Background: an optimization exercise with open tools, aiming at small area, a short achievable clock period and few clock cycles per item. Do not read the settings as production practice. RTL that was checked went through simulation tests only; none was proved equivalent to the original. No functional check of the RTL was part of run 2. No activity file was given, so power comes from the tool's default toggle rates.

==> flow/design.v (outline; a module is shown in full before it is edited, if it fits) <==
// module mult_16x16: 2259 lines
module mult_16x16 (
  input  logic        clk,
  input  logic        rst_n,
  input  logic        in_valid,
  output logic        in_ready,
  input  logic [15:0] in_a,
  input  logic [15:0] in_b,
  output logic        out_valid,
  input  logic        out_ready,
  output logic [31:0] out_product
);
  // ...
==> flow/flow/run.sh <==
#!/bin/bash
set -euo pipefail
extra=()
if [[ -f flow/extra.mk ]]; then
  while read -r line; do [[ -n "$line" && "$line" != \#* ]] && extra+=("$line"); done < flow/extra.mk
fi
res=orfs/results/${FLOW_PLATFORM:-sky130hd}/mult_16x16/base
bash standard.sh SYNTH_ARGS=-noabc "${extra[@]}" synth > synth_flow.log 2>&1
cp $res/1_2_yosys.v synth_netlist.v
cp synth_netlist.v nor_netlist.v
python3 flow/nor_pp.py nor_netlist.v > nor_pp.log 2>&1
cat > nor_equiv.ys <<EOY
read_liberty -ignore_miss_func $FLOW_HOME/platforms/sky130hd/lib/sky130_fd_sc_hd__tt_025C_1v80.lib
read_verilog synth_netlist.v
rename $FLOW_TOP gold
read_verilog nor_netlist.v
rename $FLOW_TOP gate
flatten
opt_clean -purge
equiv_make gold gate eq
hierarchy -top eq
equiv_simple -seq 2
equiv_induct -seq 2
equiv_status -assert
EOY
if yosys -q nor_equiv.ys > nor_equiv.log 2>&1; then
  echo "equivalent: using nor_netlist.v" >> nor_pp.log
  cp nor_netlist.v $res/1_2_yosys.v
  rm -f $res/1_synth.odb $res/1_synth.sdc
  bash standard.sh SYNTH_ARGS=-noabc "${extra[@]}" synth > synth_odb_flow.log 2>&1
else
  echo "not proven equivalent: keeping the synthesized netlist" >> nor_pp.log
fi
bash standard.sh SYNTH_ARGS=-noabc "${extra[@]}" finish > standard_flow.log 2>&1
==> flow/flow/nor_pp.py <==
#!/usr/bin/env python3
"""Rewrite the synthesized netlist so each partial product in_a[i] & in_b[j] is a nor2 of the
inverted operands (one inverter per operand bit) instead of an and2: the same function, with a
smaller and faster cell per product.  Buffers that only fed rewritten and2s are dropped.
usage: nor_pp.py NETLIST (rewritten in place)"""
import re, sys

path = sys.argv[1]
txt = open(path).read()
cell_re = re.compile(r'^(\s*)(sky130_fd_sc_hd__\w+)\s+(\S+)\s*\((.*?)\);\n', re.S | re.M)
pin_re = re.compile(r'\.(\w+)\(\s*(.*?)\s*\)(?=\s*,|\s*$)', re.S)

cells = []
for m in cell_re.finditer(txt):
    pins = dict((p, n.strip()) for p, n in pin_re.findall(m.group(4)))
    cells.append(dict(start=m.start(), end=m.end(), typ=m.group(2), name=m.group(3), pins=pins,
                      indent=m.group(1)))

def is_buf(t):
    return re.match(r'sky130_fd_sc_hd__(clk)?buf_\d+$', t) is not None

pi_re = re.compile(r'^(in_a|in_b)\[(\d+)\]$')
# net -> PI bit, through buffers
src = {}
for c in cells:
    if is_buf(c['typ']):
        pass
changed = True
bufs = [c for c in cells if is_buf(c['typ'])]
def resolve(n):
    if pi_re.match(n):
        return n
    return src.get(n)
while changed:
    changed = False
    for c in bufs:
        o = c['pins'].get('X')
        if o in src:
            continue
        r = resolve(c['pins'].get('A', ''))
        if r:
            src[o] = r
            changed = True

loads = {}
for c in cells:
    for p, n in c['pins'].items():
        if p not in ('X', 'Y', 'Q', 'SUM', 'COUT', 'HI', 'LO'):
            loads.setdefault(n, []).append(c)

invs = {}
def inv_of(pi):
    m = pi_re.match(pi)
    nm = f'norpp_n{m.group(1)[-1]}{m.group(2)}'
    invs[pi] = nm
    return nm

rewritten = 0
for c in cells:
    if not re.match(r'sky130_fd_sc_hd__and2_\d+$', c['typ']):
        continue
    a = resolve(c['pins']['A'])
    b = resolve(c['pins']['B'])
    if not a or not b:
        continue
    c['new'] = (f"{c['indent']}sky130_fd_sc_hd__nor2_1 {c['name']} (\n"
                f"    .A({inv_of(a)}),\n    .B({inv_of(b)}),\n    .Y({c['pins']['X']})\n  );\n")
    c['dropped_inputs'] = [c['pins']['A'], c['pins']['B']]
    rewritten += 1

# drop buffers left without loads (repeat through chains)
def live_loads(n):
    return [l for l in loads.get(n, []) if 'new' not in l and not l.get('drop')]
port_re = re.compile(r'^\s*output\b.*?;', re.M)
outputs = set()
for m in re.finditer(r'^\s*output\s+(\[[^\]]*\]\s*)?([^;]+);', txt, re.M):
    for n in m.group(2).split(','):
        outputs.add(n.strip())
changed = True
dropped = 0
while changed:
    changed = False
    for c in bufs:
        if c.get('drop'):
            continue
        o = c['pins']['X']
        base = re.sub(r'\[\d+\]$', '', o)
        if o in outputs or base in outputs:
            continue
        if not live_loads(o):
            c['drop'] = True
            dropped += 1
            changed = True

out = []
pos = 0
first = None
for c in cells:
    out.append(txt[pos:c['start']])
    if first is None:
        first = len(out)
    if 'new' in c:
        out.append(c['new'])
    elif c.get('drop'):
        pass
    else:
        out.append(txt[c['start']:c['end']])
    pos = c['end']
out.append(txt[pos:])
decl = ''.join(f'  wire {n};\n' for n in sorted(invs.values()))
inst = ''.join(f'  sky130_fd_sc_hd__inv_1 {n}_inv (\n    .A({pi}),\n    .Y({n})\n  );\n'
               for pi, n in sorted(invs.items()))
out.insert(first, decl + inst)
open(path, 'w').write(''.join(out))
print(f'nor_pp: {rewritten} and2 -> nor2, {len(invs)} inverters, {dropped} buffers dropped')
==> flow/standard.sh <==
#!/bin/bash
# synth_recipe.tcl (not shown) runs the flow's synth.tcl, then flattens the netlist and writes it again
# the make line also repeats each setting of config.mk as NAME=value (left out here)
make -C /OpenROAD-flow-scripts/flow DESIGN_CONFIG=/design/flow/config.mk WORK_HOME=/design/flow/orfs CLKGATE_MAP_FILE= SYNTH_SCRIPT=/design/flow/synth_recipe.tcl "${@:-finish}"
==> flow/config.mk <==
export PLATFORM = sky130hd
export DESIGN_NAME = mult_16x16
export DESIGN_NICKNAME = mult_16x16
export VERILOG_FILES = /design/flow/design.v
export SDC_FILE = /design/flow/constraint.sdc
export NUM_CORES = 4
export LEC_CHECK = 0
export CAP_MARGIN = 20
export CORE_MARGIN = 2
export CORE_UTILIZATION = 60
export CTS_BUF_LIST = sky130_fd_sc_hd__clkbuf_4 sky130_fd_sc_hd__clkbuf_8
export SETUP_SLACK_MARGIN = 1.6
export SLEW_MARGIN = 20
==> flow/constraint.sdc <==
create_clock -name core_clock -period 4.0 [get_ports {clk}]
set_input_delay 0.8000 -clock core_clock [delete_from_list [all_inputs] [get_ports {clk}]]
set_output_delay 0.8000 -clock core_clock [all_outputs]
set_load 0.01 [all_outputs]
==> flow_summary.ini, run 1 <==
[global_routing]
grtUsageMet3_pct = 10.8
grt_pass1_wl_mm = 57.0
grt_pass1_vias = 9495
use_met1_pct = 46.9
gr-max-usage-layer = met2
antenna_found_initial = 2

[layout]
final_cell_mix = 193 x edfxtp_1, 133 x nor2_1, 111 x fa_2, 94 x nor2_4, 86 x fa_1
multi_input_area_share_pct = 43.2
diodes = 2
nNetsFinal = 1386
finalInstanceArea_mm2 = 0.0176
n_fill_cell = 815
clockNetworkAreaShare_pct = 2.47
layout_commonest_cell = edfxtp_1
ff_latch_area_mm2 = 0.00586

[power_and_ir_drop]
power_density_mw_per_mm2 = 548
pg_seq_mw = 3.69
pg_clk_mw = 1.37
maxPowerGroup = combinational cells

[routing]
drt-total-wl_mm = 42.0
maxUsedRoutingLayer = met5
drt-met1-wl_mm = 14.1
vias_per_cell = 6.50
drc = 0

[sta]
setup_ws_ns = 1.38
final.period_utilization_pct = 65.6

[worst_hold_path]
holdCritPathClass = reg2reg
hp-start = pp33_q1

[critical_path]
rr_endpoint = y927_q2
critical-path-top-delay-family = adder cells

[clocking]
h-tree-depth = 4
clock_path_buffers = 2
cts_tree = built
cts_root_buf = clkbuf_8

[floorplanning]
design.core.area_mm2 = 0.0204

[place]
dp_slack_ns = 0.370

[status]
status = timing/DRC/antenna clean
Testbench counts, summed over its fixed seeds: cycles 32,024, items 32,000.
==> run 2, diff against run 1 <==
--- a/flow/design.v
+++ b/flow/design.v
@@ -943,161 +943,153 @@
   logic y942;
   logic y943;
   logic y944;
   logic y945;
   logic y946;
   logic pp33_q1;
   logic pp33_q2;
   logic pp33_q3;
-  logic s297_q1;
-  logic s299_q1;
-  logic c314_q1;
+  logic pp288_q1;
+  logic pp288_q2;
+  logic s305_q1;
+  logic s307_q1;
   logic s315_q1;
-  logic c316_q1;
   logic s317_q1;
-  logic c318_q1;
-  logic s323_q1;
-  logic s325_q1;
   logic c326_q1;
+  logic s327_q1;
   logic c328_q1;
+  logic s329_q1;
+  logic c330_q1;
   logic s337_q1;
   logic s339_q1;
   logic c340_q1;
   logic s353_q1;
-  logic c354_q1;
   logic s355_q1;
   logic c356_q1;
-  logic s367_q1;
-  logic s369_q1;
   logic s371_q1;
   logic c372_q1;
+  logic s373_q1;
+  logic c374_q1;
   logic s387_q1;
   logic s389_q1;
   logic s391_q1;
   logic c392_q1;
-  logic c396_q2;
-  logic c398_q2;
   logic s409_q1;
   logic s411_q1;
   logic s413_q1;
   logic c414_q1;
-  logic s417_q2;
-  logic c418_q2;
+  logic c420_q2;
   logic s433_q1;
   logic s435_q1;
   logic c436_q1;
   logic s437_q1;
   logic c438_q1;
-  logic s441_q2;
-  logic c442_q2;
-  logic s455_q1;
-  logic s457_q1;
-  logic s459_q1;
+  logic s443_q2;
+  logic c444_q2;
   logic s461_q1;
   logic c462_q1;
-  logic s467_q2;
+  logic s463_q1;
+  logic c464_q1;
+  logic s469_q2;
   logic s483_q1;
   logic s485_q1;
-  logic c486_q1;
   logic s487_q1;
   logic c488_q1;
   logic s489_q1;
   logic c490_q1;
-  logic s497_q2;
-  logic s509_q1;
-  logic s511_q1;
   logic s513_q1;
   logic s515_q1;
   logic c516_q1;
-  logic s523_q2;
-  logic s525_q2;
+  logic s517_q1;
+  logic c518_q1;
   logic c526_q2;
   logic s537_q1;
   logic s539_q1;
   logic s541_q1;
   logic c542_q1;
   logic s543_q1;
   logic c544_q1;
   logic s551_q2;
-  logic c552_q2;
-  logic s561_q1;
-  logic s563_q1;
-  logic s565_q1;
   logic s567_q1;
   logic c568_q1;
-  logic s575_q2;
+  logic s569_q1;
+  logic c570_q1;
   logic s587_q1;
   logic s589_q1;
   logic c590_q1;
   logic s591_q1;
   logic c592_q1;
   logic c598_q2;
   logic s607_q1;
   logic s609_q1;
-  logic c610_q1;
   logic s611_q1;
   logic c612_q1;
   logic s617_q2;
-  logic s625_q1;
-  logic s627_q1;
+  logic c618_q2;
   logic s629_q1;
   logic c630_q1;
+  logic s631_q1;
+  logic c632_q1;
+  logic s635_q2;
+  logic c636_q2;
   logic s645_q1;
   logic s647_q1;
   logic c648_q1;
+  logic s651_q2;
   logic c652_q2;
   logic s657_q1;
   logic s659_q1;
   logic c660_q1;
   logic s661_q1;
   logic c662_q1;
   logic s665_q2;
   logic s671_q1;
-  logic c672_q1;
   logic s673_q1;
   logic c674_q1;
-  logic s681_q1;
-  logic s683_q1;
+  logic s685_q1;
+  logic c686_q1;
+  logic c688_q2;
   logic s691_q1;
   logic c692_q1;
   logic s693_q1;
   logic c694_q1;
+  logic s695_q2;
   logic s699_q1;
   logic c702_q2;
   logic s705_q1;
   logic s705_q2;
-  logic c706_q1;
-  logic c706_q2;
-  logic s707_q1;
-  logic s707_q2;
+  logic c708_q1;
+  logic c708_q2;
   logic h709_q1;
   logic h709_q2;
   logic h709_q3;
-  logic h717_q1;
-  logic g718_q1;
+  logic h715_q1;
+  logic g716_q1;
   logic h723_q2;
+  logic h731_q2;
+  logic g732_q2;
+  logic h737_q2;
+  logic g738_q2;
+  logic h739_q2;
+  logic g740_q2;
+  logic h743_q2;
+  logic g744_q2;
   logic h745_q2;
   logic g746_q2;
-  logic h749_q2;
-  logic g750_q2;
-  logic h751_q2;
-  logic g752_q2;
   logic h755_q2;
   logic g756_q2;
   logic h757_q2;
-  logic h759_q2;
-  logic g760_q2;
   logic h761_q2;
-  logic h767_q1;
-  logic h767_q2;
-  logic g768_q1;
-  logic g768_q2;
+  logic g762_q2;
+  logic h765_q1;
+  logic h765_q2;
+  logic g766_q1;
+  logic g766_q2;
   logic G792_q2;
-  logic G794_q2;
   logic G800_q1;
   logic G808_q2;
   logic P809_q2;
   logic G834_q2;
   logic G916_q3;
   logic y918_q1;
   logic y918_q2;
   logic y918_q3;
@@ -1429,20 +1421,20 @@
   assign s289 = pp35 ^ pp50;
   assign c290 = pp35 & pp50;
   assign s291 = pp36 ^ pp51 ^ pp66;
   assign c292 = (pp36 & pp51) | (pp36 & pp66) | (pp51 & pp66);
   assign s293 = pp81 ^ c290;
   assign c294 = pp81 & c290;
   assign s295 = pp37 ^ pp52 ^ pp67;
   assign c296 = (pp37 & pp52) | (pp37 & pp67) | (pp52 & pp67);
-  assign s297 = pp82 ^ pp97 ^ c294;
-  assign c298 = (pp82 & pp97) | (pp82 & c294) | (pp97 & c294);
-  assign s299 = c292 ^ s295;
-  assign c300 = c292 & s295;
+  assign s297 = pp82 ^ pp97 ^ c292;
+  assign c298 = (pp82 & pp97) | (pp82 & c292) | (pp97 & c292);
+  assign s299 = c294 ^ s295;
+  assign c300 = c294 & s295;
   assign s301 = pp38 ^ pp53 ^ pp68;
   assign c302 = (pp38 & pp53) | (pp38 & pp68) | (pp53 & pp68);
   assign s303 = pp83 ^ pp98 ^ pp113;
   assign c304 = (pp83 & pp98) | (pp83 & pp113) | (pp98 & pp113);
   assign s305 = c296 ^ s301 ^ s303;
   assign c306 = (c296 & s301) | (c296 & s303) | (s301 & s303);
   assign s307 = c300 ^ c298;
   assign c308 = c300 & c298;
@@ -1459,66 +1451,66 @@
   assign s319 = pp40 ^ pp55 ^ pp70;
   assign c320 = (pp40 & pp55) | (pp40 & pp70) | (pp55 & pp70);
   assign s321 = pp85 ^ pp100 ^ pp115;
   assign c322 = (pp85 & pp100) | (pp85 & pp115) | (pp100 & pp115);
   assign s323 = pp130 ^ pp145 ^ c310;
   assign c324 = (pp130 & pp145) | (pp130 & c310) | (pp145 & c310);
   assign s325 = c312 ^ s319 ^ s321;
   assign c326 = (c312 & s319) | (c312 & s321) | (s319 & s321);
-  assign s327 = c314_q1 ^ s323_q1 ^ s325_q1;
+  assign s327 = c314 ^ s323 ^ s325;
   assign c328 = (c314 & s323) | (c314 & s325) | (s323 & s325);
-  assign s329 = c318_q1 ^ c316_q1;
-  assign c330 = c318_q1 & c316_q1;
+  assign s329 = c318 ^ c316;
+  assign c330 = c318 & c316;
   assign s331 = pp41 ^ pp56 ^ pp71;
   assign c332 = (pp41 & pp56) | (pp41 & pp71) | (pp56 & pp71);
   assign s333 = pp86 ^ pp101 ^ pp116;
   assign c334 = (pp86 & pp101) | (pp86 & pp116) | (pp101 & pp116);
   assign s335 = pp131 ^ pp146 ^ pp161;
   assign c336 = (pp131 & pp146) | (pp131 & pp161) | (pp146 & pp161);
   assign s337 = c320 ^ c322 ^ s331;
   assign c338 = (c320 & c322) | (c320 & s331) | (c322 & s331);
   assign s339 = s333 ^ s335 ^ c324;
   assign c340 = (s333 & s335) | (s333 & c324) | (s335 & c324);
   assign s341 = c326_q1 ^ s337_q1 ^ s339_q1;
   assign c342 = (c326_q1 & s337_q1) | (c326_q1 & s339_q1) | (s337_q1 & s339_q1);
-  assign s343 = c328_q1 ^ c330;
-  assign c344 = c328_q1 & c330;
+  assign s343 = c328_q1 ^ c330_q1;
+  assign c344 = c328_q1 & c330_q1;
   assign s345 = pp42 ^ pp57 ^ pp72;
   assign c346 = (pp42 & pp57) | (pp42 & pp72) | (pp57 & pp72);
   assign s347 = pp87 ^ pp102 ^ pp117;
   assign c348 = (pp87 & pp102) | (pp87 & pp117) | (pp102 & pp117);
   assign s349 = pp132 ^ pp147 ^ pp162;
   assign c350 = (pp132 & pp147) | (pp132 & pp162) | (pp147 & pp162);
   assign s351 = pp177 ^ c332 ^ c334;
   assign c352 = (pp177 & c332) | (pp177 & c334) | (c332 & c334);
   assign s353 = c336 ^ s345 ^ s347;
   assign c354 = (c336 & s345) | (c336 & s347) | (s345 & s347);
   assign s355 = s349 ^ c338 ^ s351;
   assign c356 = (s349 & c338) | (s349 & s351) | (c338 & s351);
   assign s357 = s353_q1 ^ c340_q1 ^ s355_q1;
   assign c358 = (s353_q1 & c340_q1) | (s353_q1 & s355_q1) | (c340_q1 & s355_q1);
-  assign s359 = c344 ^ c342;
-  assign c360 = c344 & c342;
+  assign s359 = c342 ^ c344;
+  assign c360 = c342 & c344;
   assign s361 = pp43 ^ pp58 ^ pp73;
   assign c362 = (pp43 & pp58) | (pp43 & pp73) | (pp58 & pp73);
   assign s363 = pp88 ^ pp103 ^ pp118;
   assign c364 = (pp88 & pp103) | (pp88 & pp118) | (pp103 & pp118);
   assign s365 = pp133 ^ pp148 ^ pp163;
   assign c366 = (pp133 & pp148) | (pp133 & pp163) | (pp148 & pp163);
   assign s367 = pp178 ^ pp193 ^ c346;
   assign c368 = (pp178 & pp193) | (pp178 & c346) | (pp193 & c346);
   assign s369 = c348 ^ c350 ^ s361;
   assign c370 = (c348 & c350) | (c348 & s361) | (c350 & s361);
   assign s371 = s363 ^ s365 ^ c352;
   assign c372 = (s363 & s365) | (s363 & c352) | (s365 & c352);
-  assign s373 = c354_q1 ^ s367_q1 ^ s369_q1;
-  assign c374 = (c354_q1 & s367_q1) | (c354_q1 & s369_q1) | (s367_q1 & s369_q1);
-  assign s375 = c356_q1 ^ s371_q1 ^ s373;
-  assign c376 = (c356_q1 & s371_q1) | (c356_q1 & s373) | (s371_q1 & s373);
+  assign s373 = c354 ^ s367 ^ s369;
+  assign c374 = (c354 & s367) | (c354 & s369) | (s367 & s369);
+  assign s375 = c356_q1 ^ s371_q1 ^ s373_q1;
+  assign c376 = (c356_q1 & s371_q1) | (c356_q1 & s373_q1) | (s371_q1 & s373_q1);
   assign s377 = c358 ^ c360;
   assign c378 = c358 & c360;
   assign s379 = pp44 ^ pp59 ^ pp74;
   assign c380 = (pp44 & pp59) | (pp44 & pp74) | (pp59 & pp74);
   assign s381 = pp89 ^ pp104 ^ pp119;
   assign c382 = (pp89 & pp104) | (pp89 & pp119) | (pp104 & pp119);
   assign s383 = pp134 ^ pp149 ^ pp164;
   assign c384 = (pp134 & pp149) | (pp134 & pp164) | (pp149 & pp164);
@@ -1527,18 +1519,18 @@
   assign s387 = c362 ^ c364 ^ c366;
   assign c388 = (c362 & c364) | (c362 & c366) | (c364 & c366);
   assign s389 = s379 ^ s381 ^ s383;
   assign c390 = (s379 & s381) | (s379 & s383) | (s381 & s383);
   assign s391 = s385 ^ c368 ^ c370;
   assign c392 = (s385 & c368) | (s385 & c370) | (c368 & c370);
   assign s393 = s387_q1 ^ s389_q1 ^ c372_q1;
   assign c394 = (s387_q1 & s389_q1) | (s387_q1 & c372_q1) | (s389_q1 & c372_q1);
-  assign s395 = c374 ^ s391_q1 ^ s393;
-  assign c396 = (c374 & s391_q1) | (c374 & s393) | (s391_q1 & s393);
+  assign s395 = c374_q1 ^ s391_q1 ^ s393;
+  assign c396 = (c374_q1 & s391_q1) | (c374_q1 & s393) | (s391_q1 & s393);
   assign s397 = c376 ^ c378;
   assign c398 = c376 & c378;
   assign s399 = pp45 ^ pp60 ^ pp75;
   assign c400 = (pp45 & pp60) | (pp45 & pp75) | (pp60 & pp75);
   assign s401 = pp90 ^ pp105 ^ pp120;
   assign c402 = (pp90 & pp105) | (pp90 & pp120) | (pp105 & pp120);
   assign s403 = pp135 ^ pp150 ^ pp165;
   assign c404 = (pp135 & pp150) | (pp135 & pp165) | (pp150 & pp165);
@@ -1551,18 +1543,18 @@
   assign s411 = s401 ^ s403 ^ s405;
   assign c412 = (s401 & s403) | (s401 & s405) | (s403 & s405);
   assign s413 = c388 ^ c390 ^ s407;
   assign c414 = (c388 & c390) | (c388 & s407) | (c390 & s407);
   assign s415 = s409_q1 ^ s411_q1 ^ c392_q1;
   assign c416 = (s409_q1 & s411_q1) | (s409_q1 & c392_q1) | (s411_q1 & c392_q1);
   assign s417 = s413_q1 ^ c394 ^ s415;
   assign c418 = (s413_q1 & c394) | (s413_q1 & s415) | (c394 & s415);
-  assign s419 = c396_q2 ^ c398_q2;
-  assign c420 = c396_q2 & c398_q2;
+  assign s419 = c396 ^ s417;
+  assign c420 = c396 & s417;
   assign s421 = pp46 ^ pp61 ^ pp76;
   assign c422 = (pp46 & pp61) | (pp46 & pp76) | (pp61 & pp76);
   assign s423 = pp91 ^ pp106 ^ pp121;
   assign c424 = (pp91 & pp106) | (pp91 & pp121) | (pp106 & pp121);
   assign s425 = pp136 ^ pp151 ^ pp166;
   assign c426 = (pp136 & pp151) | (pp136 & pp166) | (pp151 & pp166);
   assign s427 = pp181 ^ pp196 ^ pp211;
   assign c428 = (pp181 & pp196) | (pp181 & pp211) | (pp196 & pp211);
@@ -1575,18 +1567,18 @@
   assign s435 = s427 ^ c408 ^ c410;
   assign c436 = (s427 & c408) | (s427 & c410) | (c408 & c410);
   assign s437 = c412 ^ s429 ^ s431;
   assign c438 = (c412 & s429) | (c412 & s431) | (s429 & s431);
   assign s439 = s433_q1 ^ c414_q1 ^ s435_q1;
   assign c440 = (s433_q1 & c414_q1) | (s433_q1 & s435_q1) | (c414_q1 & s435_q1);
   assign s441 = s437_q1 ^ c416 ^ s439;
   assign c442 = (s437_q1 & c416) | (s437_q1 & s439) | (c416 & s439);
-  assign s443 = c418_q2 ^ s441_q2;
-  assign c444 = c418_q2 & s441_q2;
+  assign s443 = c418 ^ s441;
+  assign c444 = c418 & s441;
   assign s445 = pp47 ^ pp62 ^ pp77;
   assign c446 = (pp47 & pp62) | (pp47 & pp77) | (pp62 & pp77);
   assign s447 = pp92 ^ pp107 ^ pp122;
   assign c448 = (pp92 & pp107) | (pp92 & pp122) | (pp107 & pp122);
   assign s449 = pp137 ^ pp152 ^ pp167;
   assign c450 = (pp137 & pp152) | (pp137 & pp167) | (pp152 & pp167);
   assign s451 = pp182 ^ pp197 ^ pp212;
   assign c452 = (pp182 & pp197) | (pp182 & pp212) | (pp197 & pp212);
@@ -1595,24 +1587,24 @@
   assign s455 = c422 ^ c424 ^ c426;
   assign c456 = (c422 & c424) | (c422 & c426) | (c424 & c426);
   assign s457 = c428 ^ s445 ^ s447;
   assign c458 = (c428 & s445) | (c428 & s447) | (s445 & s447);
   assign s459 = s449 ^ s451 ^ s453;
   assign c460 = (s449 & s451) | (s449 & s453) | (s451 & s453);
   assign s461 = c430 ^ c432 ^ c434;
   assign c462 = (c430 & c432) | (c430 & c434) | (c432 & c434);
-  assign s463 = s455_q1 ^ s457_q1 ^ s459_q1;
-  assign c464 = (s455_q1 & s457_q1) | (s455_q1 & s459_q1) | (s457_q1 & s459_q1);
+  assign s463 = s455 ^ s457 ^ s459;
+  assign c464 = (s455 & s457) | (s455 & s459) | (s457 & s459);
   assign s465 = c436_q1 ^ c438_q1 ^ s461_q1;
   assign c466 = (c436_q1 & c438_q1) | (c436_q1 & s461_q1) | (c438_q1 & s461_q1);
-  assign s467 = s463 ^ c440 ^ s465;
-  assign c468 = (s463 & c440) | (s463 & s465) | (c440 & s465);
-  assign s469 = c442_q2 ^ s467_q2;
-  assign c470 = c442_q2 & s467_q2;
+  assign s467 = s463_q1 ^ c440 ^ s465;
+  assign c468 = (s463_q1 & c440) | (s463_q1 & s465) | (c440 & s465);
+  assign s469 = c442 ^ s467;
+  assign c470 = c442 & s467;
   assign s471 = pp48 ^ pp63 ^ pp78;
   assign c472 = (pp48 & pp63) | (pp48 & pp78) | (pp63 & pp78);
   assign s473 = pp93 ^ pp108 ^ pp123;
   assign c474 = (pp93 & pp108) | (pp93 & pp123) | (pp108 & pp123);
   assign s475 = pp138 ^ pp153 ^ pp168;
   assign c476 = (pp138 & pp153) | (pp138 & pp168) | (pp153 & pp168);
   assign s477 = pp183 ^ pp198 ^ pp213;
   assign c478 = (pp183 & pp198) | (pp183 & pp213) | (pp198 & pp213);
@@ -1625,18 +1617,18 @@
   assign s485 = s471 ^ s473 ^ s475;
   assign c486 = (s471 & s473) | (s471 & s475) | (s473 & s475);
   assign s487 = s477 ^ s479 ^ c456;
   assign c488 = (s477 & s479) | (s477 & c456) | (s479 & c456);
   assign s489 = c458 ^ c460 ^ s481;
   assign c490 = (c458 & c460) | (c458 & s481) | (c460 & s481);
   assign s491 = s483_q1 ^ s485_q1 ^ c462_q1;
   assign c492 = (s483_q1 & s485_q1) | (s483_q1 & c462_q1) | (s485_q1 & c462_q1);
-  assign s493 = s487_q1 ^ c464 ^ s489_q1;
-  assign c494 = (s487_q1 & c464) | (s487_q1 & s489_q1) | (c464 & s489_q1);
+  assign s493 = s487_q1 ^ c464_q1 ^ s489_q1;
+  assign c494 = (s487_q1 & c464_q1) | (s487_q1 & s489_q1) | (c464_q1 & s489_q1);
   assign s495 = c466 ^ s491 ^ s493;
   assign c496 = (c466 & s491) | (c466 & s493) | (s491 & s493);
   assign s497 = c468 ^ s495;
   assign c498 = c468 & s495;
   assign s499 = pp64 ^ pp79 ^ pp94;
   assign c500 = (pp64 & pp79) | (pp64 & pp94) | (pp79 & pp94);
   assign s501 = pp109 ^ pp124 ^ pp139;
   assign c502 = (pp109 & pp124) | (pp109 & pp139) | (pp124 & pp139);
@@ -1649,22 +1641,22 @@
   assign s509 = c472 ^ c474 ^ c476;
   assign c510 = (c472 & c474) | (c472 & c476) | (c474 & c476);
   assign s511 = c478 ^ c480 ^ s499;
   assign c512 = (c478 & c480) | (c478 & s499) | (c480 & s499);
   assign s513 = s501 ^ s503 ^ s505;
   assign c514 = (s501 & s503) | (s501 & s505) | (s503 & s505);
   assign s515 = s507 ^ c482 ^ c484;
   assign c516 = (s507 & c482) | (s507 & c484) | (c482 & c484);
-  assign s517 = c486_q1 ^ s509_q1 ^ s511_q1;
-  assign c518 = (c486_q1 & s509_q1) | (c486_q1 & s511_q1) | (s509_q1 & s511_q1);
+  assign s517 = c486 ^ s509 ^ s511;
+  assign c518 = (c486 & s509) | (c486 & s511) | (s509 & s511);
   assign s519 = s513_q1 ^ c488_q1 ^ c490_q1;
   assign c520 = (s513_q1 & c488_q1) | (s513_q1 & c490_q1) | (c488_q1 & c490_q1);
-  assign s521 = s515_q1 ^ s517 ^ c492;
-  assign c522 = (s515_q1 & s517) | (s515_q1 & c492) | (s517 & c492);
+  assign s521 = s515_q1 ^ s517_q1 ^ c492;
+  assign c522 = (s515_q1 & s517_q1) | (s515_q1 & c492) | (s517_q1 & c492);
   assign s523 = c494 ^ s519 ^ s521;
   assign c524 = (c494 & s519) | (c494 & s521) | (s519 & s521);
   assign s525 = c496 ^ c498;
   assign c526 = c496 & c498;
   assign s527 = pp80 ^ pp95 ^ pp110;
   assign c528 = (pp80 & pp95) | (pp80 & pp110) | (pp95 & pp110);
   assign s529 = pp125 ^ pp140 ^ pp155;
   assign c530 = (pp125 & pp140) | (pp125 & pp155) | (pp140 & pp155);
@@ -1679,18 +1671,18 @@
   assign s539 = c508 ^ s527 ^ s529;
   assign c540 = (c508 & s527) | (c508 & s529) | (s527 & s529);
   assign s541 = s531 ^ s533 ^ c510;
   assign c542 = (s531 & s533) | (s531 & c510) | (s533 & c510);
   assign s543 = c512 ^ c514 ^ s535;
   assign c544 = (c512 & c514) | (c512 & s535) | (c514 & s535);
   assign s545 = s537_q1 ^ s539_q1 ^ c516_q1;
   assign c546 = (s537_q1 & s539_q1) | (s537_q1 & c516_q1) | (s539_q1 & c516_q1);
-  assign s547 = s541_q1 ^ c518 ^ s543_q1;
-  assign c548 = (s541_q1 & c518) | (s541_q1 & s543_q1) | (c518 & s543_q1);
+  assign s547 = s541_q1 ^ c518_q1 ^ s543_q1;
+  assign c548 = (s541_q1 & c518_q1) | (s541_q1 & s543_q1) | (c518_q1 & s543_q1);
   assign s549 = c520 ^ s545 ^ s547;
   assign c550 = (c520 & s545) | (c520 & s547) | (s545 & s547);
   assign s551 = c522 ^ s549 ^ c524;
   assign c552 = (c522 & s549) | (c522 & c524) | (s549 & c524);
   assign s553 = pp96 ^ pp111 ^ pp126;
   assign c554 = (pp96 & pp111) | (pp96 & pp126) | (pp111 & pp126);
   assign s555 = pp141 ^ pp156 ^ pp171;
   assign c556 = (pp141 & pp156) | (pp141 & pp171) | (pp156 & pp171);
@@ -1701,22 +1693,22 @@
   assign s561 = pp276 ^ c528 ^ c530;
   assign c562 = (pp276 & c528) | (pp276 & c530) | (c528 & c530);
   assign s563 = c532 ^ c534 ^ s553;
   assign c564 = (c532 & c534) | (c532 & s553) | (c534 & s553);
   assign s565 = s555 ^ s557 ^ s559;
   assign c566 = (s555 & s557) | (s555 & s559) | (s557 & s559);
   assign s567 = c536 ^ c538 ^ c540;
   assign c568 = (c536 & c538) | (c536 & c540) | (c538 & c540);
-  assign s569 = s561_q1 ^ s563_q1 ^ s565_q1;
-  assign c570 = (s561_q1 & s563_q1) | (s561_q1 & s565_q1) | (s563_q1 & s565_q1);
+  assign s569 = s561 ^ s563 ^ s565;
+  assign c570 = (s561 & s563) | (s561 & s565) | (s563 & s565);
   assign s571 = c542_q1 ^ c544_q1 ^ s567_q1;
   assign c572 = (c542_q1 & c544_q1) | (c542_q1 & s567_q1) | (c544_q1 & s567_q1);
-  assign s573 = s569 ^ c546 ^ c548;
-  assign c574 = (s569 & c546) | (s569 & c548) | (c546 & c548);
+  assign s573 = s569_q1 ^ c546 ^ c548;
+  assign c574 = (s569_q1 & c546) | (s569_q1 & c548) | (c546 & c548);
   assign s575 = s571 ^ c550 ^ s573;
   assign c576 = (s571 & c550) | (s571 & s573) | (c550 & s573);
   assign s577 = pp112 ^ pp127 ^ pp142;
   assign c578 = (pp112 & pp127) | (pp112 & pp142) | (pp127 & pp142);
   assign s579 = pp157 ^ pp172 ^ pp187;
   assign c580 = (pp157 & pp172) | (pp157 & pp187) | (pp172 & pp187);
   assign s581 = pp202 ^ pp217 ^ pp232;
   assign c582 = (pp202 & pp217) | (pp202 & pp232) | (pp217 & pp232);
@@ -1727,18 +1719,18 @@
   assign s587 = c560 ^ s577 ^ s579;
   assign c588 = (c560 & s577) | (c560 & s579) | (s577 & s579);
   assign s589 = s581 ^ s583 ^ c562;
   assign c590 = (s581 & s583) | (s581 & c562) | (s583 & c562);
   assign s591 = c564 ^ c566 ^ s585;
   assign c592 = (c564 & c566) | (c564 & s585) | (c566 & s585);
   assign s593 = s587_q1 ^ c568_q1 ^ s589_q1;
   assign c594 = (s587_q1 & c568_q1) | (s587_q1 & s589_q1) | (c568_q1 & s589_q1);
-  assign s595 = c570 ^ s591_q1 ^ c572;
-  assign c596 = (c570 & s591_q1) | (c570 & c572) | (s591_q1 & c572);
+  assign s595 = c570_q1 ^ s591_q1 ^ c572;
+  assign c596 = (c570_q1 & s591_q1) | (c570_q1 & c572) | (s591_q1 & c572);
   assign s597 = s593 ^ c574 ^ s595;
   assign c598 = (s593 & c574) | (s593 & s595) | (c574 & s595);
   assign s599 = pp128 ^ pp143 ^ pp158;
   assign c600 = (pp128 & pp143) | (pp128 & pp158) | (pp143 & pp158);
   assign s601 = pp173 ^ pp188 ^ pp203;
   assign c602 = (pp173 & pp188) | (pp173 & pp203) | (pp188 & pp203);
   assign s603 = pp218 ^ pp233 ^ pp248;
   assign c604 = (pp218 & pp233) | (pp218 & pp248) | (pp233 & pp248);
@@ -1763,38 +1755,38 @@
   assign s623 = pp234 ^ pp249 ^ pp264;
   assign c624 = (pp234 & pp249) | (pp234 & pp264) | (pp249 & pp264);
   assign s625 = pp279 ^ c600 ^ c602;
   assign c626 = (pp279 & c600) | (pp279 & c602) | (c600 & c602);
   assign s627 = c604 ^ s619 ^ s621;
   assign c628 = (c604 & s619) | (c604 & s621) | (s619 & s621);
   assign s629 = s623 ^ c606 ^ c608;
   assign c630 = (s623 & c606) | (s623 & c608) | (c606 & c608);
-  assign s631 = c610_q1 ^ s625_q1 ^ s627_q1;
-  assign c632 = (c610_q1 & s625_q1) | (c610_q1 & s627_q1) | (s625_q1 & s627_q1);
-  assign s633 = c612_q1 ^ s629_q1 ^ s631;
-  assign c634 = (c612_q1 & s629_q1) | (c612_q1 & s631) | (s629_q1 & s631);
+  assign s631 = c610 ^ s625 ^ s627;
+  assign c632 = (c610 & s625) | (c610 & s627) | (s625 & s627);
+  assign s633 = c612_q1 ^ s629_q1 ^ s631_q1;
+  assign c634 = (c612_q1 & s629_q1) | (c612_q1 & s631_q1) | (s629_q1 & s631_q1);
   assign s635 = c614 ^ s633 ^ c616;
   assign c636 = (c614 & s633) | (c614 & c616) | (s633 & c616);
   assign s637 = pp160 ^ pp175 ^ pp190;
   assign c638 = (pp160 & pp175) | (pp160 & pp190) | (pp175 & pp190);
   assign s639 = pp205 ^ pp220 ^ pp235;
   assign c640 = (pp205 & pp220) | (pp205 & pp235) | (pp220 & pp235);
   assign s641 = pp250 ^ pp265 ^ pp280;
   assign c642 = (pp250 & pp265) | (pp250 & pp280) | (pp265 & pp280);
   assign s643 = c620 ^ c622 ^ c624;
   assign c644 = (c620 & c622) | (c620 & c624) | (c622 & c624);
   assign s645 = s637 ^ s639 ^ s641;
   assign c646 = (s637 & s639) | (s637 & s641) | (s639 & s641);
   assign s647 = c626 ^ c628 ^ s643;
   assign c648 = (c626 & c628) | (c626 & s643) | (c628 & s643);
-  assign s649 = s645_q1 ^ c630_q1 ^ c632;
-  assign c650 = (s645_q1 & c630_q1) | (s645_q1 & c632) | (c630_q1 & c632);
-  assign s651 = s647_q1 ^ s649 ^ c634;
-  assign c652 = (s647_q1 & s649) | (s647_q1 & c634) | (s649 & c634);
+  assign s649 = s645_q1 ^ c630_q1 ^ c632_q1;
+  assign c650 = (s645_q1 & c630_q1) | (s645_q1 & c632_q1) | (c630_q1 & c632_q1);
+  assign s651 = s647_q1 ^ c634 ^ s649;
+  assign c652 = (s647_q1 & c634) | (s647_q1 & s649) | (c634 & s649);
   assign s653 = pp176 ^ pp191 ^ pp206;
   assign c654 = (pp176 & pp191) | (pp176 & pp206) | (pp191 & pp206);
   assign s655 = pp221 ^ pp236 ^ pp251;
   assign c656 = (pp221 & pp236) | (pp221 & pp251) | (pp236 & pp251);
   assign s657 = pp266 ^ pp281 ^ c638;
   assign c658 = (pp266 & pp281) | (pp266 & c638) | (pp281 & c638);
   assign s659 = c640 ^ c642 ^ s653;
   assign c660 = (c640 & c642) | (c640 & s653) | (c642 & s653);
@@ -1817,28 +1809,28 @@
   assign s677 = s673_q1 ^ c664 ^ s675;
   assign c678 = (s673_q1 & c664) | (s673_q1 & s675) | (c664 & s675);
   assign s679 = pp208 ^ pp223 ^ pp238;
   assign c680 = (pp208 & pp223) | (pp208 & pp238) | (pp223 & pp238);
   assign s681 = pp253 ^ pp268 ^ pp283;
   assign c682 = (pp253 & pp268) | (pp253 & pp283) | (pp268 & pp283);
   assign s683 = c668 ^ c670 ^ s679;
   assign c684 = (c668 & c670) | (c668 & s679) | (c670 & s679);
-  assign s685 = s681_q1 ^ c672_q1 ^ s683_q1;
-  assign c686 = (s681_q1 & c672_q1) | (s681_q1 & s683_q1) | (c672_q1 & s683_q1);
-  assign s687 = c674_q1 ^ s685 ^ c676;
-  assign c688 = (c674_q1 & s685) | (c674_q1 & c676) | (s685 & c676);
+  assign s685 = s681 ^ c672 ^ s683;
+  assign c686 = (s681 & c672) | (s681 & s683) | (c672 & s683);
+  assign s687 = c674_q1 ^ s685_q1 ^ c676;
+  assign c688 = (c674_q1 & s685_q1) | (c674_q1 & c676) | (s685_q1 & c676);
   assign s689 = pp224 ^ pp239 ^ pp254;
   assign c690 = (pp224 & pp239) | (pp224 & pp254) | (pp239 & pp254);
   assign s691 = pp269 ^ pp284 ^ c680;
   assign c692 = (pp269 & pp284) | (pp269 & c680) | (pp284 & c680);
   assign s693 = c682 ^ s689 ^ c684;
   assign c694 = (c682 & s689) | (c682 & c684) | (s689 & c684);
-  assign s695 = s691_q1 ^ c686 ^ s693_q1;
-  assign c696 = (s691_q1 & c686) | (s691_q1 & s693_q1) | (c686 & s693_q1);
+  assign s695 = s691_q1 ^ c686_q1 ^ s693_q1;
+  assign c696 = (s691_q1 & c686_q1) | (s691_q1 & s693_q1) | (c686_q1 & s693_q1);
   assign s697 = pp240 ^ pp255 ^ pp270;
   assign c698 = (pp240 & pp255) | (pp240 & pp270) | (pp255 & pp270);
   assign s699 = pp285 ^ c690 ^ s697;
   assign c700 = (pp285 & c690) | (pp285 & s697) | (c690 & s697);
   assign s701 = c692_q1 ^ s699_q1 ^ c694_q1;
   assign c702 = (c692_q1 & s699_q1) | (c692_q1 & c694_q1) | (s699_q1 & c694_q1);
   assign s703 = pp256 ^ pp271 ^ pp286;
   assign c704 = (pp256 & pp271) | (pp256 & pp286) | (pp271 & pp286);
@@ -1847,132 +1839,132 @@
   assign s707 = pp272 ^ pp287 ^ c704;
   assign c708 = (pp272 & pp287) | (pp272 & c704) | (pp287 & c704);
   assign h709 = pp34 ^ pp49;
   assign g710 = pp34 & pp49;
   assign h711 = pp65 ^ s289;
   assign g712 = pp65 & s289;
   assign h713 = s291 ^ s293;
   assign g714 = s291 & s293;
-  assign h715 = s297_q1 ^ s299_q1;
-  assign g716 = s297_q1 & s299_q1;
-  assign h717 = s305 ^ s307;
-  assign g718 = s305 & s307;
+  assign h715 = s297 ^ s299;
+  assign g716 = s297 & s299;
+  assign h717 = s305_q1 ^ s307_q1;
+  assign g718 = s305_q1 & s307_q1;
   assign h719 = s315_q1 ^ s317_q1;
   assign g720 = s315_q1 & s317_q1;
-  assign h721 = s327 ^ s329;
-  assign g722 = s327 & s329;
+  assign h721 = s327_q1 ^ s329_q1;
+  assign g722 = s327_q1 & s329_q1;
   assign h723 = s341 ^ s343;
   assign g724 = s341 & s343;
   assign h725 = s357 ^ s359;
   assign g726 = s357 & s359;
   assign h727 = s375 ^ s377;
   assign g728 = s375 & s377;
   assign h729 = s395 ^ s397;
   assign g730 = s395 & s397;
-  assign h731 = s417_q2 ^ s419;
-  assign g732 = s417_q2 & s419;
-  assign h733 = c420 ^ s443;
-  assign g734 = c420 & s443;
-  assign h735 = c444 ^ s469;
-  assign g736 = c444 & s469;
-  assign h737 = c470 ^ s497_q2;
-  assign g738 = c470 & s497_q2;
-  assign h739 = s523_q2 ^ s525_q2;
-  assign g740 = s523_q2 & s525_q2;
+  assign h731 = c398 ^ s419;
+  assign g732 = c398 & s419;
+  assign h733 = c420_q2 ^ s443_q2;
+  assign g734 = c420_q2 & s443_q2;
+  assign h735 = c444_q2 ^ s469_q2;
+  assign g736 = c444_q2 & s469_q2;
+  assign h737 = c470 ^ s497;
+  assign g738 = c470 & s497;
+  assign h739 = s523 ^ s525;
+  assign g740 = s523 & s525;
   assign h741 = c526_q2 ^ s551_q2;
   assign g742 = c526_q2 & s551_q2;
-  assign h743 = c552_q2 ^ s575_q2;
-  assign g744 = c552_q2 & s575_q2;
+  assign h743 = c552 ^ s575;
+  assign g744 = c552 & s575;
   assign h745 = c576 ^ s597;
   assign g746 = c576 & s597;
   assign h747 = c598_q2 ^ s617_q2;
   assign g748 = c598_q2 & s617_q2;
-  assign h749 = c618 ^ s635;
-  assign g750 = c618 & s635;
-  assign h751 = c636 ^ s651;
-  assign g752 = c636 & s651;
+  assign h749 = c618_q2 ^ s635_q2;
+  assign g750 = c618_q2 & s635_q2;
+  assign h751 = c636_q2 ^ s651_q2;
+  assign g752 = c636_q2 & s651_q2;
   assign h753 = c652_q2 ^ s665_q2;
   assign g754 = c652_q2 & s665_q2;
   assign h755 = c666 ^ s677;
   assign g756 = c666 & s677;
   assign h757 = c678 ^ s687;
   assign g758 = c678 & s687;
-  assign h759 = c688 ^ s695;
-  assign g760 = c688 & s695;
+  assign h759 = c688_q2 ^ s695_q2;
+  assign g760 = c688_q2 & s695_q2;
   assign h761 = c696 ^ s701;
   assign g762 = c696 & s701;
   assign h763 = c702_q2 ^ s705_q2;
   assign g764 = c702_q2 & s705_q2;
-  assign h765 = c706_q2 ^ s707_q2;
-  assign g766 = c706_q2 & s707_q2;
-  assign h767 = pp288 ^ c708;
-  assign g768 = pp288 & c708;
+  assign h765 = c706 ^ s707;
+  assign g766 = c706 & s707;
+  assign h767 = pp288_q2 ^ c708_q2;
+  assign g768 = pp288_q2 & c708_q2;
   assign G770 = g714 | (h713 & g712);
   assign P771 = h713 & h711;
-  assign G772 = g718_q1 | (h717_q1 & g716);
-  assign P773 = h717_q1 & h715;
+  assign G772 = g718 | (h717 & g716_q1);
+  assign P773 = h717 & h715_q1;
   assign G774 = g722 | (h721 & g720);
   assign P775 = h721 & h719;
   assign G776 = g726 | (h725 & g724);
   assign P777 = h725 & h723;
   assign G778 = g730 | (h729 & g728);
   assign P779 = h729 & h727;
-  assign G780 = g734 | (h733 & g732);
-  assign P781 = h733 & h731;
-  assign G782 = g738 | (h737 & g736);
-  assign P783 = h737 & h735;
-  assign G784 = g742 | (h741 & g740);
-  assign P785 = h741 & h739;
-  assign G786 = g746_q2 | (h745_q2 & g744);
-  assign P787 = h745_q2 & h743;
-  assign G788 = g750_q2 | (h749_q2 & g748);
-  assign P789 = h749_q2 & h747;
-  assign G790 = g754 | (h753 & g752_q2);
-  assign P791 = h753 & h751_q2;
+  assign G780 = g734 | (h733 & g732_q2);
+  assign P781 = h733 & h731_q2;
+  assign G782 = g738_q2 | (h737_q2 & g736);
+  assign P783 = h737_q2 & h735;
+  assign G784 = g742 | (h741 & g740_q2);
+  assign P785 = h741 & h739_q2;
+  assign G786 = g746_q2 | (h745_q2 & g744_q2);
+  assign P787 = h745_q2 & h743_q2;
+  assign G788 = g750 | (h749 & g748);
+  assign P789 = h749 & h747;
+  assign G790 = g754 | (h753 & g752);
+  assign P791 = h753 & h751;
   assign G792 = g758 | (h757 & g756);
   assign P793 = h757_q2 & h755_q2;
-  assign G794 = g762 | (h761 & g760);
-  assign P795 = h761_q2 & h759_q2;
-  assign G796 = g766 | (h765 & g764);
-  assign P797 = h765 & h763;
+  assign G794 = g762_q2 | (h761_q2 & g760);
+  assign P795 = h761_q2 & h759;
+  assign G796 = g766_q2 | (h765_q2 & g764);
+  assign P797 = h765_q2 & h763;
   assign G798 = g712 | (h711 & g710);
   assign G800 = G770 | (P771 & g710);
   assign G802 = g720 | (h719 & G772);
   assign P803 = h719 & P773;
   assign G804 = G774 | (P775 & G772);
   assign P805 = P775 & P773;
   assign G806 = g728 | (h727 & G776);
   assign P807 = h727 & P777;
   assign G808 = G778 | (P779 & G776);
   assign P809 = P779 & P777;
   assign G810 = g736 | (h735 & G780);
   assign P811 = h735 & P781;
   assign G812 = G782 | (P783 & G780);
   assign P813 = P783 & P781;
-  assign G814 = g744 | (h743 & G784);
-  assign P815 = h743 & P785;
+  assign G814 = g744_q2 | (h743_q2 & G784);
+  assign P815 = h743_q2 & P785;
   assign G816 = G786 | (P787 & G784);
   assign P817 = P787 & P785;
-  assign G818 = g752_q2 | (h751_q2 & G788);
-  assign P819 = h751_q2 & P789;
+  assign G818 = g752 | (h751 & G788);
+  assign P819 = h751 & P789;
   assign G820 = G790 | (P791 & G788);
   assign P821 = P791 & P789;
-  assign G822 = g760_q2 | (h759_q2 & G792_q2);
-  assign P823 = h759_q2 & P793;
-  assign G824 = G794_q2 | (P795 & G792_q2);
+  assign G822 = g760 | (h759 & G792_q2);
+  assign P823 = h759 & P793;
+  assign G824 = G794 | (P795 & G792_q2);
   assign P825 = P795 & P793;
-  assign G826 = g768_q2 | (h767_q2 & G796);
-  assign P827 = h767_q2 & P797;
-  assign G828 = g716 | (h715 & G800_q1);
+  assign G826 = g768 | (h767 & G796);
+  assign P827 = h767 & P797;
+  assign G828 = g716_q1 | (h715_q1 & G800_q1);
   assign G830 = G772 | (P773 & G800_q1);
   assign G832 = G802 | (P803 & G800_q1);
   assign G834 = G804 | (P805 & G800_q1);
-  assign G836 = g732 | (h731 & G808_q2);
-  assign P837 = h731 & P809_q2;
+  assign G836 = g732_q2 | (h731_q2 & G808_q2);
+  assign P837 = h731_q2 & P809_q2;
   assign G838 = G780 | (P781 & G808_q2);
   assign P839 = P781 & P809_q2;
   assign G840 = G810 | (P811 & G808_q2);
   assign P841 = P811 & P809_q2;
   assign G842 = G812 | (P813 & G808_q2);
   assign P843 = P813 & P809_q2;
   assign G844 = g748 | (h747 & G816);
   assign P845 = h747 & P817;
@@ -2005,215 +1997,207 @@
   assign G880 = G824 | (P825 & G850);
   assign P881 = P825 & P851;
   assign G882 = G852 | (P853 & G850);
   assign P883 = P853 & P851;
   assign G884 = G854 | (P855 & G850);
   assign P885 = P855 & P851;
   assign G886 = G856 | (P857 & G850);
   assign P887 = P857 & P851;
-  assign G888 = g740 | (h739 & G872);
+  assign G888 = g740_q2 | (h739_q2 & G872);
   assign G890 = G784 | (P785 & G872);
   assign G892 = G814 | (P815 & G872);
   assign G894 = G816 | (P817 & G872);
   assign G896 = G844 | (P845 & G872);
   assign G898 = G846 | (P847 & G872);
   assign G900 = G848 | (P849 & G872);
   assign G902 = G850 | (P851 & G872);
   assign G904 = G874 | (P875 & G872);
   assign G906 = G876 | (P877 & G872);
   assign G908 = G878 | (P879 & G872);
   assign G910 = G880 | (P881 & G872);
   assign G912 = G882 | (P883 & G872);
   assign G914 = G884 | (P885 & G872);
   assign G916 = G886 | (P887 & G872);
   assign y918 = h711 ^ g710;
   assign y919 = h713 ^ G798;
-  assign y920 = h715 ^ G800_q1;
-  assign y921 = h717_q1 ^ G828;
+  assign y920 = h715_q1 ^ G800_q1;
+  assign y921 = h717 ^ G828;
   assign y922 = h719 ^ G830;
   assign y923 = h721 ^ G832;
   assign y924 = h723_q2 ^ G834_q2;
   assign y925 = h725 ^ G858;
   assign y926 = h727 ^ G860;
   assign y927 = h729 ^ G862;
-  assign y928 = h731 ^ G864;
+  assign y928 = h731_q2 ^ G864;
   assign y929 = h733 ^ G866;
   assign y930 = h735 ^ G868;
-  assign y931 = h737 ^ G870;
-  assign y932 = h739 ^ G872;
+  assign y931 = h737_q2 ^ G870;
+  assign y932 = h739_q2 ^ G872;
   assign y933 = h741 ^ G888;
-  assign y934 = h743 ^ G890;
+  assign y934 = h743_q2 ^ G890;
   assign y935 = h745_q2 ^ G892;
   assign y936 = h747 ^ G894;
-  assign y937 = h749_q2 ^ G896;
-  assign y938 = h751_q2 ^ G898;
+  assign y937 = h749 ^ G896;
+  assign y938 = h751 ^ G898;
   assign y939 = h753 ^ G900;
   assign y940 = h755_q2 ^ G902;
   assign y941 = h757_q2 ^ G904;
-  assign y942 = h759_q2 ^ G906;
+  assign y942 = h759 ^ G906;
   assign y943 = h761_q2 ^ G908;
   assign y944 = h763 ^ G910;
-  assign y945 = h765 ^ G912;
-  assign y946 = h767_q2 ^ G914;
+  assign y945 = h765_q2 ^ G912;
+  assign y946 = h767 ^ G914;
   always_ff @(posedge clk) begin
     if (ld[0]) begin
       pp33_q1 <= pp33;
-      s297_q1 <= s297;
-      s299_q1 <= s299;
-      c314_q1 <= c314;
+      pp288_q1 <= pp288;
+      s305_q1 <= s305;
+      s307_q1 <= s307;
       s315_q1 <= s315;
-      c316_q1 <= c316;
       s317_q1 <= s317;
-      c318_q1 <= c318;
-      s323_q1 <= s323;
-      s325_q1 <= s325;
       c326_q1 <= c326;
+      s327_q1 <= s327;
       c328_q1 <= c328;
+      s329_q1 <= s329;
+      c330_q1 <= c330;
       s337_q1 <= s337;
       s339_q1 <= s339;
       c340_q1 <= c340;
       s353_q1 <= s353;
-      c354_q1 <= c354;
       s355_q1 <= s355;
       c356_q1 <= c356;
-      s367_q1 <= s367;
-      s369_q1 <= s369;
       s371_q1 <= s371;
       c372_q1 <= c372;
+      s373_q1 <= s373;
+      c374_q1 <= c374;
       s387_q1 <= s387;
       s389_q1 <= s389;
       s391_q1 <= s391;
       c392_q1 <= c392;
       s409_q1 <= s409;
       s411_q1 <= s411;
       s413_q1 <= s413;
       c414_q1 <= c414;
       s433_q1 <= s433;
       s435_q1 <= s435;
       c436_q1 <= c436;
       s437_q1 <= s437;
       c438_q1 <= c438;
-      s455_q1 <= s455;
-      s457_q1 <= s457;
-      s459_q1 <= s459;
       s461_q1 <= s461;
       c462_q1 <= c462;
+      s463_q1 <= s463;
+      c464_q1 <= c464;
       s483_q1 <= s483;
       s485_q1 <= s485;
-      c486_q1 <= c486;
       s487_q1 <= s487;
       c488_q1 <= c488;
       s489_q1 <= s489;
       c490_q1 <= c490;
-      s509_q1 <= s509;
-      s511_q1 <= s511;
       s513_q1 <= s513;
       s515_q1 <= s515;
       c516_q1 <= c516;
+      s517_q1 <= s517;
+      c518_q1 <= c518;
       s537_q1 <= s537;
       s539_q1 <= s539;
       s541_q1 <= s541;
       c542_q1 <= c542;
       s543_q1 <= s543;
       c544_q1 <= c544;
-      s561_q1 <= s561;
-      s563_q1 <= s563;
-      s565_q1 <= s565;
       s567_q1 <= s567;
       c568_q1 <= c568;
+      s569_q1 <= s569;
+      c570_q1 <= c570;
       s587_q1 <= s587;
       s589_q1 <= s589;
       c590_q1 <= c590;
       s591_q1 <= s591;
       c592_q1 <= c592;
       s607_q1 <= s607;
       s609_q1 <= s609;
-      c610_q1 <= c610;
       s611_q1 <= s611;
       c612_q1 <= c612;
-      s625_q1 <= s625;
-      s627_q1 <= s627;
       s629_q1 <= s629;
       c630_q1 <= c630;
+      s631_q1 <= s631;
+      c632_q1 <= c632;
       s645_q1 <= s645;
       s647_q1 <= s647;
       c648_q1 <= c648;
       s657_q1 <= s657;
       s659_q1 <= s659;
       c660_q1 <= c660;
       s661_q1 <= s661;
       c662_q1 <= c662;
       s671_q1 <= s671;
-      c672_q1 <= c672;
       s673_q1 <= s673;
       c674_q1 <= c674;
-      s681_q1 <= s681;
-      s683_q1 <= s683;
+      s685_q1 <= s685;
+      c686_q1 <= c686;
       s691_q1 <= s691;
       c692_q1 <= c692;
       s693_q1 <= s693;
       c694_q1 <= c694;
       s699_q1 <= s699;
       s705_q1 <= s705;
-      c706_q1 <= c706;
-      s707_q1 <= s707;
+      c708_q1 <= c708;
       h709_q1 <= h709;
-      h717_q1 <= h717;
-      g718_q1 <= g718;
-      h767_q1 <= h767;
-      g768_q1 <= g768;
+      h715_q1 <= h715;
+      g716_q1 <= g716;
+      h765_q1 <= h765;
+      g766_q1 <= g766;
       G800_q1 <= G800;
       y918_q1 <= y918;
       y919_q1 <= y919;
     end
   end
   always_ff @(posedge clk) begin
     if (ld[1]) begin
       pp33_q2 <= pp33_q1;
-      c396_q2 <= c396;
-      c398_q2 <= c398;
-      s417_q2 <= s417;
-      c418_q2 <= c418;
-      s441_q2 <= s441;
-      c442_q2 <= c442;
-      s467_q2 <= s467;
-      s497_q2 <= s497;
-      s523_q2 <= s523;
-      s525_q2 <= s525;
+      pp288_q2 <= pp288_q1;
+      c420_q2 <= c420;
+      s443_q2 <= s443;
+      c444_q2 <= c444;
+      s469_q2 <= s469;
       c526_q2 <= c526;
       s551_q2 <= s551;
-      c552_q2 <= c552;
-      s575_q2 <= s575;
       c598_q2 <= c598;
       s617_q2 <= s617;
+      c618_q2 <= c618;
+      s635_q2 <= s635;
+      c636_q2 <= c636;
+      s651_q2 <= s651;
       c652_q2 <= c652;
       s665_q2 <= s665;
+      c688_q2 <= c688;
+      s695_q2 <= s695;
       c702_q2 <= c702;
       s705_q2 <= s705_q1;
-      c706_q2 <= c706_q1;
-      s707_q2 <= s707_q1;
+      c708_q2 <= c708_q1;
       h709_q2 <= h709_q1;
       h723_q2 <= h723;
+      h731_q2 <= h731;
+      g732_q2 <= g732;
+      h737_q2 <= h737;
+      g738_q2 <= g738;
+      h739_q2 <= h739;
+      g740_q2 <= g740;
+      h743_q2 <= h743;
+      g744_q2 <= g744;
       h745_q2 <= h745;
       g746_q2 <= g746;
-      h749_q2 <= h749;
-      g750_q2 <= g750;
-      h751_q2 <= h751;
-      g752_q2 <= g752;
       h755_q2 <= h755;
       g756_q2 <= g756;
       h757_q2 <= h757;
-      h759_q2 <= h759;
-      g760_q2 <= g760;
       h761_q2 <= h761;
-      h767_q2 <= h767_q1;
-      g768_q2 <= g768_q1;
+      g762_q2 <= g762;
+      h765_q2 <= h765_q1;
+      g766_q2 <= g766_q1;
       G792_q2 <= G792;
-      G794_q2 <= G794;
       G808_q2 <= G808;
       P809_q2 <= P809;
       G834_q2 <= G834;
       y918_q2 <= y918_q1;
       y919_q2 <= y919_q1;
       y920_q2 <= y920;
       y921_q2 <= y921;
       y922_q2 <= y922;
==> flow/flow/run.sh (replaced) <==
#!/bin/bash
# Own flow: the standard layout (standard.sh), with Yosys's synth run with -noabc so the
# pre-mapping "abc -fast" pass does not run before ORFS extracts full/half adders (it leaves
# the adders with inverted polarity and an inverter on most adder-to-adder nets). The rest of
# synthesis (-nofsm -noshare via synth_recipe.tcl, flatten, rename) and every later step are the
# standard ones. Each tool's output goes to a log file in the work folder.
set -euo pipefail
extra=()
if [[ -f flow/extra.mk ]]; then
  while read -r line; do [[ -n "$line" && "$line" != \#* ]] && extra+=("$line"); done < flow/extra.mk
fi
bash standard.sh SYNTH_ARGS=-noabc "${extra[@]}" finish > standard_flow.log 2>&1
==> flow/config.mk (replaced) <==
export PLATFORM = sky130hd
export DESIGN_NAME = mult_16x16
export DESIGN_NICKNAME = mult_16x16
export VERILOG_FILES = /design/flow/design.v
export SDC_FILE = /design/flow/constraint.sdc
export NUM_CORES = 4
export LEC_CHECK = 0
export CAP_MARGIN = 20
export CORE_MARGIN = 2
export CORE_UTILIZATION = 70
export CTS_BUF_LIST = sky130_fd_sc_hd__clkbuf_4 sky130_fd_sc_hd__clkbuf_8
export SETUP_SLACK_MARGIN = 1.6
export SLEW_MARGIN = 20
removed: flow/flow/nor_pp.py
==> run 2 against run 1 <==
Effect of this change: routed wire length shrank 16%; critical path depth shrank 3; setup slack improved by 0.065 ns; sequential share of layout area grew 3.4 points; register-to-register slack about the same; combinational power increased by 2%; flip-flop and latch count decreased by 8; total power up 0.10%; cell area down 13%; first-iteration DRC count down 23%; largest cell class unchanged; highest routed layer is now met4.
==> flow_summary.ini, run 2 <==
[sta]
setup_violations = 0
timing.final.hold_violations = 0
tightest_slew_ns = 0.717
min_period_ns = 2.56
tns_ns = 0
hold_ws_ns = 0.423
final.period_utilization_pct = 64.0
rsz0062_at_grt = true
max_freq_mhz = 391
slew_headroom_pct = 52.2
fin_skew_ns = 0.0182
slew_viol_final = 0

[floorplanning]
core.rowCount = 49
die_area_mm2 = 0.0196
die_w_um = 140
io_pins = 70
die_y_um = 140
design.core.area_mm2 = 0.0181
initial_core_util_pct = 71.6

[synthesis]
ys_seq_area_share_pct = 43.3
netlist_area_mm2 = 0.0130
synth_seq_cells = 188
synth_cell_types = 41
synthCells = 883
syn_avg_cell_area_um2 = 14.7
ys.flop_type = edfxtp_1
async_flop_share_pct = 0
ys_top_cells_by_count = 258 x and2_1, 196 x fa_1, 185 x edfxtp_1
synth.net_count = 1162
synth_edf_count = 185
netlist.area_leader.share_pct = 42.9
yosysWarnings = 1
synth.most_common_cell = and2_1
yosys-top-cells-area = edfxtp_1 43%, fa_1 30%, and2_1 12%, ha_1 4.5%, buf_4 1.9%
synth_top_area_cell = edfxtp_1

[layout]
nNetsFinal = 1224
syn2layout_area_growth_pct = 18.1
diodes = 0
largest_reg_flops = 3
layout_commonest_cell = edfxtp_1
layout-drive-gt1-share_pct = 37.1
fin_util_pct = 84.6
final_cell_mix = 185 x edfxtp_1, 174 x and2_1, 143 x fa_2, 84 x and2_4, 53 x fa_1
max_flop_register = v

[place]
dp_hpwl_mm = 21.4
gp_congestion = 0.873
io_buffers = 69

[routing]
wl_per_cell_um = 29.9
via_count = 7870
drt-total-wl_mm = 35.5
drt-initial-drc-count = 839
ant_nets = 0
firstDrtPassIters = 18
vias_per_cell = 6.63
drc = 0

[power_and_ir_drop]
ir_worst_vdd_uv = 340
pwr-share-seq_pct = 37.8
power_frac_clock_pct = 13.7
pwr-share-comb_pct = 48.5
switching_share_pct = 37.1
internal_power_mw = 6.06
leakage_nw = 6.09
power_density_mw_per_mm2 = 630
power.switching_mw = 3.57

[global_routing]
grt_use_total_pct = 36.5
grt_start_max_net_pins = 102
antenna_found_initial = 0
grt_pass1_vias = 8557
overflow = 0
grt_pass1_wl_mm = 51.1

[clocking]
cts_root_buf = clkbuf_8
cts.sinks = 188
clkTransAtPathRegs_ns = 0.11
h-tree-depth = 4
clk_latency_ns = 0.48
hold_buffers = 0
clock_path_buffers = 2
cts_made_buffers = 17
cts_tree = built

[worst_hold_path]
holdCritPathClass = reg2reg

[flow_run]
drv_cap = 0

[critical_path]
critPathRequiredTime_ns = 4.25
worstPathMaxFanout = 1
cp-end-kind = flip-flop
cp-start-kind = flip-flop
worstPathArrival_ns = 2.81
path_class = reg2reg

[status]
status = timing/DRC/antenna clean
==> run 2: metal layers <==
| layer | share of wire (%) | global-route usage [%] | up-vias | wire [um] |
|---|---|---|---|---|
| li1 | - | - | 3062 | - |
| met5 | 0 | 0 | - | 0 |
| met1 | 36 | 47.0 | 4041 | 12800 |
| met4 | 4.0 | 14.1 | 0 | 1400 |
| met3 | 10 | 10.1 | 133 | 3630 |
| met2 | 50 | 60.2 | 634 | 17700 |
==> run 2: power by group through the flow <==
stage | clock, mW | sequential (mW) | combinational (mW)
floorplan | 0 | 3.50 | 2.54
global placement | 0 | 3.56 | 3.27
detailed placement | 0 | 3.63 | 3.65
CTS | 1.31 | 3.59 | 4.02
global route | 1.39 | 3.70 | 4.91
finish | 1.32 | 3.64 | 4.67
==> run 2: cell families after synthesis <==
family / synth area share [%]
AOI/OAI and AO/OA: 2.98
xor gates and xnor gates: 1.42
adders and majority gates: 34.8
buffers and inverters: 2.93
DFF: 43.3
and+or+nand+nor: 14.5
==> run 2: repair_timing <==
action	in CTS	in global routing
pin swaps	41	41
endpoints found under the setup margin	104	31
buffers inserted	9	1
resized for setup	274	40
cloned	6	1
==> run 2: cell type report <==
type | instances | area (um2)
clock buffer | 18 | 241
fill | 751 | 2790
tap | 229 | 287
multi-input combinational | 626 | 7730
clock inverter | 14 | 169
sequential | 188 | 5620
timing repair buffer | 107 | 1230
inverter | 5 | 18.8
==> run 2: path summary, 6_finish.rpt <==
check | from | to | slack (ns) | depth (start not counted)
worst min register to register | pp288_q1 | pp288_q2 | 0.42 | 0
worst max register to register | c462_q1 | h743_q2 | 1.44 | 5
worst max-delay path | c462_q1 | h743_q2 | 1.44 | 5
worst min-delay path | pp288_q1 | pp288_q2 | 0.42 | 0
==> run 2: worst max-delay path, cell delays in order, from the launching register on <==
cell      delay [ns]
edfxtp_1        0.44
fa_2            0.41
fa_2            0.48
fa_2            0.40
fa_2            0.38
ha_4            0.23
==> run 2: metrics by stage <==
step	cell area [um2]	setup WS (ns)	total power [mW]	std cells
final	15300	1.44	9.63	1187
after global routing	15300	1.41	9.99	1187
after CTS	15100	1.49	8.93	1185
after detailed placement	14300	0.247	7.28	1138
after global placement	14300	0.328	6.83	1138
after floorplan	13700	1.23	6.04	883

## static timing again, ports no longer ideal
The results above use ideal ports. As a check the final layouts listed here were re-extracted and re-timed, cells and wires unchanged. Step 1 assumes that a clkbuf_16 drives the clock port and a buf_2 every other input. Step 2 also shifts input and output timing later by t, the mid clock arrival at the registers, as if the neighbouring blocks saw the same clock. Three values: ideal ports, drivers, drivers and shift; two values: the first two.
run	t (ns)	setup WS [ns]	worst hold slack (ns)	pins driven straight from the clock port
run 1	0.502	1.376 / 1.347 / 0.845	0.422 / 0.422 / 0.422	1
run 2	0.518	1.440 / 1.440 / 0.995	0.423 / 0.423 / 0.423	1
After both steps every run listed still meets setup and hold. For run 1, which loses most, drivers alone change the setup slack by -0.029 ns; drivers and shift together by -0.531 ns.
